This design comes from an exercise in tuning for small area, a short achievable clock period and few clock cycles per item on the open sky130 flow, not from production work.
Where RTL was checked, it was by simulation tests only, not by an equivalence proof against the original.

==> run a: inputs <==
Design cubic_bezier_point_generator, start of the top module:
module cubic_bezier_point_generator
(
    input  logic clk,
    input  logic rst_n,
    input  logic in_valid,
    output logic in_ready,
    input  logic [127:0] in_data,
    output logic out_valid,
    input  logic out_ready,
    output logic [38:0]  out_data
);
Settings: LEC_CHECK=0, ABC_CLOCK_PERIOD_IN_PS=2000, CAP_MARGIN=20, CORE_MARGIN=2, CORE_UTILIZATION=40, SETUP_SLACK_MARGIN=5, SLEW_MARGIN=20; clock period 8.0 ns.
run.sh (not shown) runs the stock make flow with config.mk's settings and CLKGATE_MAP_FILE= SYNTH_SCRIPT=/design/flow/synth_recipe.tcl, a recipe that flattens the netlist after the stock synthesis.
==> run b (differences from run a) <==
--- a/flow/config.mk
+++ b/flow/config.mk
@@ -6,8 +6,8 @@
 export NUM_CORES = 4
 export LEC_CHECK = 0
-export ABC_CLOCK_PERIOD_IN_PS = 2000
+export ABC_CLOCK_PERIOD_IN_PS = 3000
 export CAP_MARGIN = 20
 export CORE_MARGIN = 2
 export CORE_UTILIZATION = 40
-export SETUP_SLACK_MARGIN = 5
+export SETUP_SLACK_MARGIN = 4.5
 export SLEW_MARGIN = 20
==> impl_metrics.csv <==
group,metric,value,unit
worst_hold_path,holdPathEnd,"e_i[4]$_DFFE_PN_",
critical_path,r2r_start,"g_coord[1].w[0][5]$_DFFE_PN_",
placement,hpwlAfterDp,88.1,mm
sta,period_needed,4030,ps
grt,grt_max_degree,159,
grt,met2_usage,32.4,%
worst_hold_path,holdPathStages,0,
run_status,outcome,"finished clean",
final_layout,n_fill_cell,10400,
sta,fin_worst_skew,31.3,ps
critical_path,crit_top_cell,"fa_2",
The numbers above come from run a.

==> impl_metrics.csv <==
group,metric,value,unit
run_status,outcome,"finished clean",
final_layout,n_fill_cell,10500,
worst_hold_path,holdPathStages,2,
critical_path,r2r_start,"g_coord[0].w[1][6]$_DFFE_PN_",
critical_path,crit_top_cell,"buf_6",
sta,maxSlewHeadroom,29.8,%
placement,hpwlAfterDp,86.3,mm
critical_path,path_cells,"buf_6 > buf_6 > inv_6 > fa_2 > nor2b_4 > o31ai_4 > a211oi_4 > buf_6 > o2111ai_4 > a211oi_2 > nand3b_1 > buf_4 > a22oi_2 > xnor2_2 > fa_1 > inv_2 > fa_2",
sta,fin_worst_skew,39.6,ps
grt,grt_max_degree,212,
sta,period_needed,4080,ps
routing,wire_per_inst,18.5,um
synthesis,synth_cell_types,79,
The numbers above come from run b.

Function was not checked in any run of this note: the RTL went through the layout flow alone.

========
==> wip/juniper <==
cubic_bezier_point_generator, a different RTL version from the one above (not shown whole).
==> module cubic_bezier_point_generator, before the edit <==
module cubic_bezier_point_generator
(
    input  logic clk,
    input  logic rst_n,
    input  logic in_valid,
    output logic in_ready,
    input  logic [127:0] in_data,
    output logic out_valid,
    input  logic out_ready,
    output logic [38:0]  out_data
);
    function automatic logic [7:0] booth(input logic [4:0] i);
        logic [2:0] one, two;
        logic [1:0] neg;
        logic [2:0] g;
        for (int k = 0; k < 3; k++)
        begin
            g[2] = (k < 2) ? i[2*k+1] : 1'b0;
            g[1] = i[2*k];
            g[0] = (k > 0) ? i[2*k-1] : 1'b0;
            one[k] = g[1] ^ g[0];
            two[k] = (g == 3'b100) || (g == 3'b011);
            if (k < 2)
                neg[k] = g[2];
        end
        booth = {one, two, neg};
    endfunction
    logic       a_v, b_v, c_v, d_v, e_v, f_v, o_v, s_v, rdy;
    logic [4:0] a_i, d_n, f_n;
    logic [7:0] b_bc, e_bc;
    logic       fire, a_free, o_load, f_fire;
    assign fire     = !s_v;
    assign a_free   = !a_v || (a_i == 5'd31);
    assign in_ready = rdy;
    assign o_load   = !o_v || out_ready;
    assign f_fire   = fire && f_v;
    always_ff @(posedge clk or negedge rst_n)
    begin
        if (!rst_n)
        begin
            a_v <= 1'b0;
            b_v <= 1'b0;
            c_v <= 1'b0;
            d_v <= 1'b0;
            e_v <= 1'b0;
            f_v <= 1'b0;
            o_v <= 1'b0;
            s_v <= 1'b0;
            rdy <= 1'b1;
            d_n <= 5'd0;
            f_n <= 5'd0;
        end
        else
        begin
            if (fire && d_v)
                d_n <= d_n + 5'd1;
            if (f_fire)
                f_n <= f_n + 5'd1;
            if (fire)
            begin
                b_v <= a_v;
                c_v <= b_v;
                d_v <= c_v;
                e_v <= d_v;
                f_v <= e_v;
                if (a_free)
                    a_v <= in_valid;
            end
            if (o_load)
            begin
                o_v <= s_v || f_fire;
                s_v <= 1'b0;
            end
            else if (f_fire)
                s_v <= 1'b1;
            rdy <= (o_load || (fire && !f_v)) &&
                   (fire ? (a_free ? !in_valid : (a_i == 5'd30))
                         : a_free);
        end
    end
    always_ff @(posedge clk)
    begin
        if (fire)
        begin
            b_bc <= booth(a_i);
            e_bc <= booth(d_n);
            a_i  <= a_free ? 5'd0 : a_i + 5'd1;
        end
    end
    logic [38:0] res, s_data, o_data;
    genvar c;
    generate
        for (c = 0; c < 2; c++)
        begin : g_coord
            localparam int OFS = (c == 0) ? 16 : 0;
            logic [16:0] d [3];
            logic [16:0] dn [3];
            logic [20:0] w [3];
            logic [20:0] wn [3];
            logic [16:0] e0n, e1n, e3n;
            logic [15:0] b_q0, b_q1;
            logic [16:0] b_e0, b_e1;
            logic [15:0] s0n, c0n, s1n, c1n, s3n, c3n;
            logic        k0n, k1n, k3n;
            logic [15:0] c_s0, c_c0, c_s1, c_c1;
            logic        c_k0, c_k1;
            logic [15:0] r0n, r1n;
            logic [15:0] d_r0, d_r1;
            logic [15:0] e_r0;
            logic [16:0] e_e3;
            logic [15:0] f_s, f_c;
            logic        f_k;
            logic [15:0] pt;
            for (genvar k = 0; k < 3; k++)
            begin : g_q
                bcpg_sub   u_d (.a(in_data[96 - 32*k + OFS +: 16]), .b(in_data[64 - 32*k + OFS +: 16]),
                                .e(dn[k]));
                bcpg_dstep u_w (.w(w[k]), .d(d[k]), .y(wn[k]));
                always_ff @(posedge clk)
                begin
                    if (fire)
                    begin
                        if (a_free)
                            w[k] <= {in_data[96 - 32*k + OFS +: 16], 5'b00000};
                        else
                            w[k] <= wn[k];
                    end
                    if (fire && a_free)
                        d[k] <= dn[k];
                end
            end
            bcpg_sub u_e0 (.a(w[0][20:5]), .b(w[1][20:5]), .e(e0n));
            bcpg_sub u_e1 (.a(w[1][20:5]), .b(w[2][20:5]), .e(e1n));
            bcpg_csa u_m0 (.a(b_q0), .e(b_e0), .bo(b_bc[7:5]), .bt(b_bc[4:2]), .bn(b_bc[1:0]),
                           .s(s0n), .c(c0n), .k(k0n));
            bcpg_csa u_m1 (.a(b_q1), .e(b_e1), .bo(b_bc[7:5]), .bt(b_bc[4:2]), .bn(b_bc[1:0]),
                           .s(s1n), .c(c1n), .k(k1n));
            bcpg_cpa u_r0 (.s(c_s0), .c(c_c0), .k(c_k0), .y(r0n));
            bcpg_cpa u_r1 (.s(c_s1), .c(c_c1), .k(c_k1), .y(r1n));
            bcpg_sub u_e3 (.a(d_r0), .b(d_r1), .e(e3n));
            bcpg_csa u_m3 (.a(e_r0), .e(e_e3), .bo(e_bc[7:5]), .bt(e_bc[4:2]), .bn(e_bc[1:0]),
                           .s(s3n), .c(c3n), .k(k3n));
            bcpg_cpa u_pt (.s(f_s), .c(f_c), .k(f_k), .y(pt));
            always_ff @(posedge clk)
            begin
                if (fire)
                begin
                    b_q0 <= w[0][20:5];
                    b_q1 <= w[1][20:5];
                    b_e0 <= e0n;
                    b_e1 <= e1n;
                    c_s0 <= s0n;
                    c_c0 <= c0n;
                    c_k0 <= k0n;
                    c_s1 <= s1n;
                    c_c1 <= c1n;
                    c_k1 <= k1n;
                    d_r0 <= r0n;
                    d_r1 <= r1n;
                    e_r0 <= d_r0;
                    e_e3 <= e3n;
                    f_s  <= s3n;
                    f_c  <= c3n;
                    f_k  <= k3n;
                end
            end
            assign res[38 - 16*c -: 16] = pt;
        end
    endgenerate
    assign res[6:1] = {1'b0, f_n};
    assign res[0]   = (f_n == 5'd31);
    always_ff @(posedge clk)
    begin
        if (fire)
            s_data <= res;
        if (o_load)
            o_data <= s_v ? s_data : res;
    end
    assign out_valid = o_v;
    assign out_data  = o_data;
endmodule
make LEC_CHECK=0 ABC_AREA=1 ABC_CLOCK_PERIOD_IN_PS=3000 CAP_MARGIN=20 CORE_MARGIN=2 CORE_UTILIZATION=66 CTS_BUF_LIST=sky130_fd_sc_hd__clkbuf_16 CTS_CLUSTER_DIAMETER=100 CTS_CLUSTER_SIZE=25 SETUP_SLACK_MARGIN=5 SLEW_MARGIN=20 finish   # period 8.0 ns
==> wip/nickel (differences from wip/juniper) <==
--- a/flow/design.v
+++ b/flow/design.v
@@ -1774,3 +1774,3 @@
     logic       a_v, b_v, c_v, d_v, e_v, f_v, o_v, s_v, rdy;
-    logic [4:0] a_i, d_n, f_n;
+    logic [4:0] a_i, b_i, c_i, d_i, e_i, f_i;
     logic [7:0] b_bc, e_bc;
@@ -1795,4 +1795,2 @@
             rdy <= 1'b1;
-            d_n <= 5'd0;
-            f_n <= 5'd0;
         end
@@ -1800,6 +1798,2 @@
         begin
-            if (fire && d_v)
-                d_n <= d_n + 5'd1;
-            if (f_fire)
-                f_n <= f_n + 5'd1;
             if (fire)
@@ -1830,4 +1824,9 @@
         begin
+            b_i  <= a_i;
             b_bc <= booth(a_i);
-            e_bc <= booth(d_n);
+            c_i  <= b_i;
+            d_i  <= c_i;
+            e_i  <= d_i;
+            e_bc <= booth(d_i);
+            f_i  <= e_i;
             a_i  <= a_free ? 5'd0 : a_i + 5'd1;
@@ -1915,4 +1914,4 @@
     endgenerate
-    assign res[6:1] = {1'b0, f_n};
-    assign res[0]   = (f_n == 5'd31);
+    assign res[6:1] = {1'b0, f_i};
+    assign res[0]   = (f_i == 5'd31);
     always_ff @(posedge clk)
Settings changed: ABC_AREA 1 to not set, CORE_UTILIZATION 66 to 60.
==> wip/maple (differences from wip/juniper) <==
--- a/flow/design.v
+++ b/flow/design.v
@@ -1774,3 +1774,3 @@
     logic       a_v, b_v, c_v, d_v, e_v, f_v, o_v, s_v, rdy;
-    logic [4:0] a_i, d_n, f_n;
+    logic [4:0] a_i, b_i, c_i, d_i, e_i, f_i;
     logic [7:0] b_bc, e_bc;
@@ -1795,4 +1795,2 @@
             rdy <= 1'b1;
-            d_n <= 5'd0;
-            f_n <= 5'd0;
         end
@@ -1800,6 +1798,2 @@
         begin
-            if (fire && d_v)
-                d_n <= d_n + 5'd1;
-            if (f_fire)
-                f_n <= f_n + 5'd1;
             if (fire)
@@ -1830,4 +1824,9 @@
         begin
+            b_i  <= a_i;
             b_bc <= booth(a_i);
-            e_bc <= booth(d_n);
+            c_i  <= b_i;
+            d_i  <= c_i;
+            e_i  <= d_i;
+            e_bc <= booth(d_i);
+            f_i  <= e_i;
             a_i  <= a_free ? 5'd0 : a_i + 5'd1;
@@ -1915,4 +1914,4 @@
     endgenerate
-    assign res[6:1] = {1'b0, f_n};
-    assign res[0]   = (f_n == 5'd31);
+    assign res[6:1] = {1'b0, f_i};
+    assign res[0]   = (f_i == 5'd31);
     always_ff @(posedge clk)
Settings changed: CORE_UTILIZATION 66 to 60, PLACE_DENSITY set to 0.72.
==> qor summary <==
quantity	wip/juniper	wip/nickel	wip/maple
Run status	finished clean	finished clean	finished clean
Slowest cell on the critical path	sky130_fd_sc_hd__clkdlybuf4s50_1	sky130_fd_sc_hd__fa_2	sky130_fd_sc_hd__clkdlybuf4s50_1
Footprint of the multi-input gates	26000 um^2	25500 um^2	25900 um^2
DRT Wirelength	104000 um	99500 um	106000 um
Well-tap cell count	1050	1080	1155
Number of distinct library cells after synthesis	40	66	45
Non-filler cells in the finished layout	6382	5385	6459
Sequential cell area	23700 um^2	24000 um^2	24000 um^2
Setup Skew	0.0224 ns	0.0217 ns	0.0247 ns
Pin count of the biggest net entering global routing	187	169	164
Critical path required time	8.36 ns	8.36 ns	8.37 ns
Post-DP HPWL	77100 um	71000 um	77900 um
Number of multi-input logic gates	3350	2695	3332
Testbench counts of wip/juniper, summed over its fixed seeds: cycles 16,440, points 16,384.
Testbench counts of wip/nickel, summed over its fixed seeds: cycles 16,440, points 16,384.
Testbench counts of wip/maple, summed over its fixed seeds: cycles 16,440, points 16,384.

## port drivers added, routing unchanged
The results above use ideal ports. As a check the final layouts listed here were re-extracted and re-timed, cells and wires unchanged.
Step 1 sets driving cells, clkbuf_16 on the clock port and buf_2 on the other inputs (assumed; they add their load-dependent delay and slew).
Step 2, shift: input delay + t, output delay - t, t = (earliest + latest rising clock arrival at the registers) / 2. This alone moves slack from input paths to output paths.
Slacks: ideal ports / drivers / drivers and shift; pairs: ideal ports / drivers.
run | t (ns) | setup WS [ns] | clock arrival spread, ns | worst register clock-pin slew, ns | cell pins on the clock port's net
run a | 0.711 | 3.972 / 3.972 / 3.972 | 0.034 / 0.034 | 0.06 / 0.06 | 1
run b | 0.710 | 3.925 / 3.925 / 3.925 | 0.041 / 0.041 | 0.07 / 0.07 | 1
wip/juniper | 0.676 | 4.977 / 4.986 / 4.313 | 0.026 / 0.026 | 0.11 / 0.11 | 1
wip/nickel | 0.670 | 4.844 / 4.849 / 4.182 | 0.028 / 0.028 | 0.11 / 0.11 | 1
wip/maple | 0.654 | 5.001 / 5.034 / 4.380 | 0.034 / 0.034 | 0.11 / 0.11 | 1
After both steps every run listed still meets setup and hold. The setup slack of wip/juniper, which loses most, moves by +0.009 ns with the drivers and by -0.664 ns with both steps.
